Context: an optimization exercise on an open-source flow, tuned for small area. The choices shown serve that exercise and are no tape-out recipe.
The RTL was checked by simulation tests, not by an equivalence proof against the original design.
Power figures rest on the tool's default switching activity, not on a simulated workload.

// alu_issue_ctrl
module alu_issue_ctrl (
  input  logic        clk,
  input  logic        rst_n,
  input  logic        instr_valid,
  input  logic [31:0] instr,
  output logic        instr_ready,
  output logic [2:0]  alu_funct3,
  output logic [6:0]  alu_funct7,
  output logic [31:0] alu_s1,
  output logic [31:0] alu_s2,
  input  logic [31:0] alu_d,
  input  logic        alu_zero,
  output logic        wb_valid,
  output logic [4:0]  wb_rd,
  output logic [31:0] wb_data,
  output logic        wb_zero,
  output logic        illegal,
  input  logic [4:0]  dbg_addr,
  output logic [31:0] dbg_data
);
export LEC_CHECK = 0
export CAP_MARGIN = 20
export CORE_MARGIN = 2
export CORE_UTILIZATION = 65
export SLEW_MARGIN = 20
export SYNTH_HIERARCHICAL = 1
create_clock -name core_clock -period 6.0 [get_ports {clk}]
standard.sh (not shown) runs the stock make flow with config.mk's settings and CLKGATE_MAP_FILE= SYNTH_SCRIPT=/design/flow/synth_recipe.tcl, a recipe that flattens the netlist after the stock synthesis.
==> flow/flow/run.sh <==
#!/bin/bash
# Standard layout (standard synthesis, floorplan, power grid, placement, routing) with
# two changes: ports are buffered with buf_1 instead of the default buffer, and CTS
# uses clkbuf_8 leaf clusters of up to 16 sinks without dummy balancing loads.
set -uo pipefail
bash standard.sh \
  "BUFFER_PORTS_ARGS=-buffer_cell sky130_fd_sc_hd__buf_1" \
  "CTS_ARGS=-sink_clustering_enable -repair_clock_nets -buf_list sky130_fd_sc_hd__clkbuf_8 -sink_clustering_size 16 -sink_clustering_max_diameter 60 -dont_use_dummy_load" \
  finish > standard.log 2>&1
Edit:
==> flow/run.sh (new file) <==
#!/bin/bash
# synth_recipe.tcl (not shown) runs the flow's synth.tcl, then flattens the netlist and writes it again
# the make line also repeats each setting of config.mk as NAME=value (left out here)
make -C /OpenROAD-flow-scripts/flow DESIGN_CONFIG=/design/flow/config.mk WORK_HOME=/design/flow/orfs CLKGATE_MAP_FILE= SYNTH_SCRIPT=/design/flow/synth_recipe.tcl finish
- CORE_UTILIZATION: 65 -> 55
- CTS_BUF_LIST: unset -> sky130_fd_sc_hd__clkbuf_4 sky130_fd_sc_hd__clkbuf_8
removed: flow/flow/run.sh
removed: flow/standard.sh
What happened:
- The changed run ran to the end with no violations
- global-route usage is lower by 4.7 points
- die area is higher by 18%
- maximum frequency is lower by 8.4%
- power is higher by 25%
- setup slack loses 0.48 ns
- cell area is higher by 9.1%
- clock-buffer cell count is higher by 180
- area after synthesis is unchanged
- non-clock buffer count is unchanged
- wire length is higher by 5.1%
- sequential share of layout area is lower by 5.7 points
Edit:
==> flow/flow/run.sh (new file) <==
#!/bin/bash
# Standard layout (standard synthesis, floorplan, power grid, placement, routing) with
# two changes: ports are buffered with buf_1 instead of the default buffer, and CTS
# uses clkbuf_8 leaf clusters of up to 16 sinks without dummy balancing loads.
set -uo pipefail
bash standard.sh \
  "BUFFER_PORTS_ARGS=-buffer_cell sky130_fd_sc_hd__buf_1" \
  "CTS_ARGS=-sink_clustering_enable -repair_clock_nets -buf_list sky130_fd_sc_hd__clkbuf_8 -sink_clustering_size 16 -sink_clustering_max_diameter 60 -dont_use_dummy_load" \
  finish > standard.log 2>&1
==> flow/standard.sh (new file) <==
#!/bin/bash
# synth_recipe.tcl (not shown) runs the flow's synth.tcl, then flattens the netlist and writes it again
# the make line also repeats each setting of config.mk as NAME=value (left out here)
make -C /OpenROAD-flow-scripts/flow DESIGN_CONFIG=/design/flow/config.mk WORK_HOME=/design/flow/orfs CLKGATE_MAP_FILE= SYNTH_SCRIPT=/design/flow/synth_recipe.tcl "${@:-finish}"
- CAP_MARGIN: 20 -> 5
- CORE_UTILIZATION: 55 -> 65
- CTS_BUF_LIST: sky130_fd_sc_hd__clkbuf_4 sky130_fd_sc_hd__clkbuf_8 -> unset
- SLEW_MARGIN: 20 -> 5
removed: flow/run.sh
Setup slack improved by 0.52 ns.
Die area is lower by 15%.
Non-clock buffer count is lower by 2.
Fmax is higher by 10%.
Flip-flop and latch count does not change.
Power is lower by 20%.
Sequential share of layout area is higher by 5.7 points.
Combinational power is lower by 15%.

-- re-timing with driven ports --
How much do the figures lean on ideal ports? The routed layouts below were timed once more, with nothing changed but the port constraints. Step 1: set_driving_cell puts a clkbuf_16 on clk and a buf_2 on each other input, an assumption about the parent block. Step 2 adds t to the input delays and takes it off the output delays; t is the mean of the earliest and latest rising clock arrival at the registers after step 1. Input paths then give back, and output paths get back, about the clock's delay inside the block. Three values: ideal ports, drivers, drivers and shift; two values: the first two.
run	shift t [ns]	setup slack, ns	worst setup path at the end	clock arrival spread, ns
the first run	0.784	0.811 / 0.782 / 0.782	input to output	0.046 / 0.045
the second run	0.909	0.336 / 0.312 / 0.312	input to output	0.053 / 0.053
the third run	0.767	0.860 / 0.829 / 0.829	input to output	0.068 / 0.068
After both steps setup and hold are still met in every run listed. For the third run, which loses most, drivers alone change the setup slack by -0.031 ns; drivers and shift together by -0.031 ns.
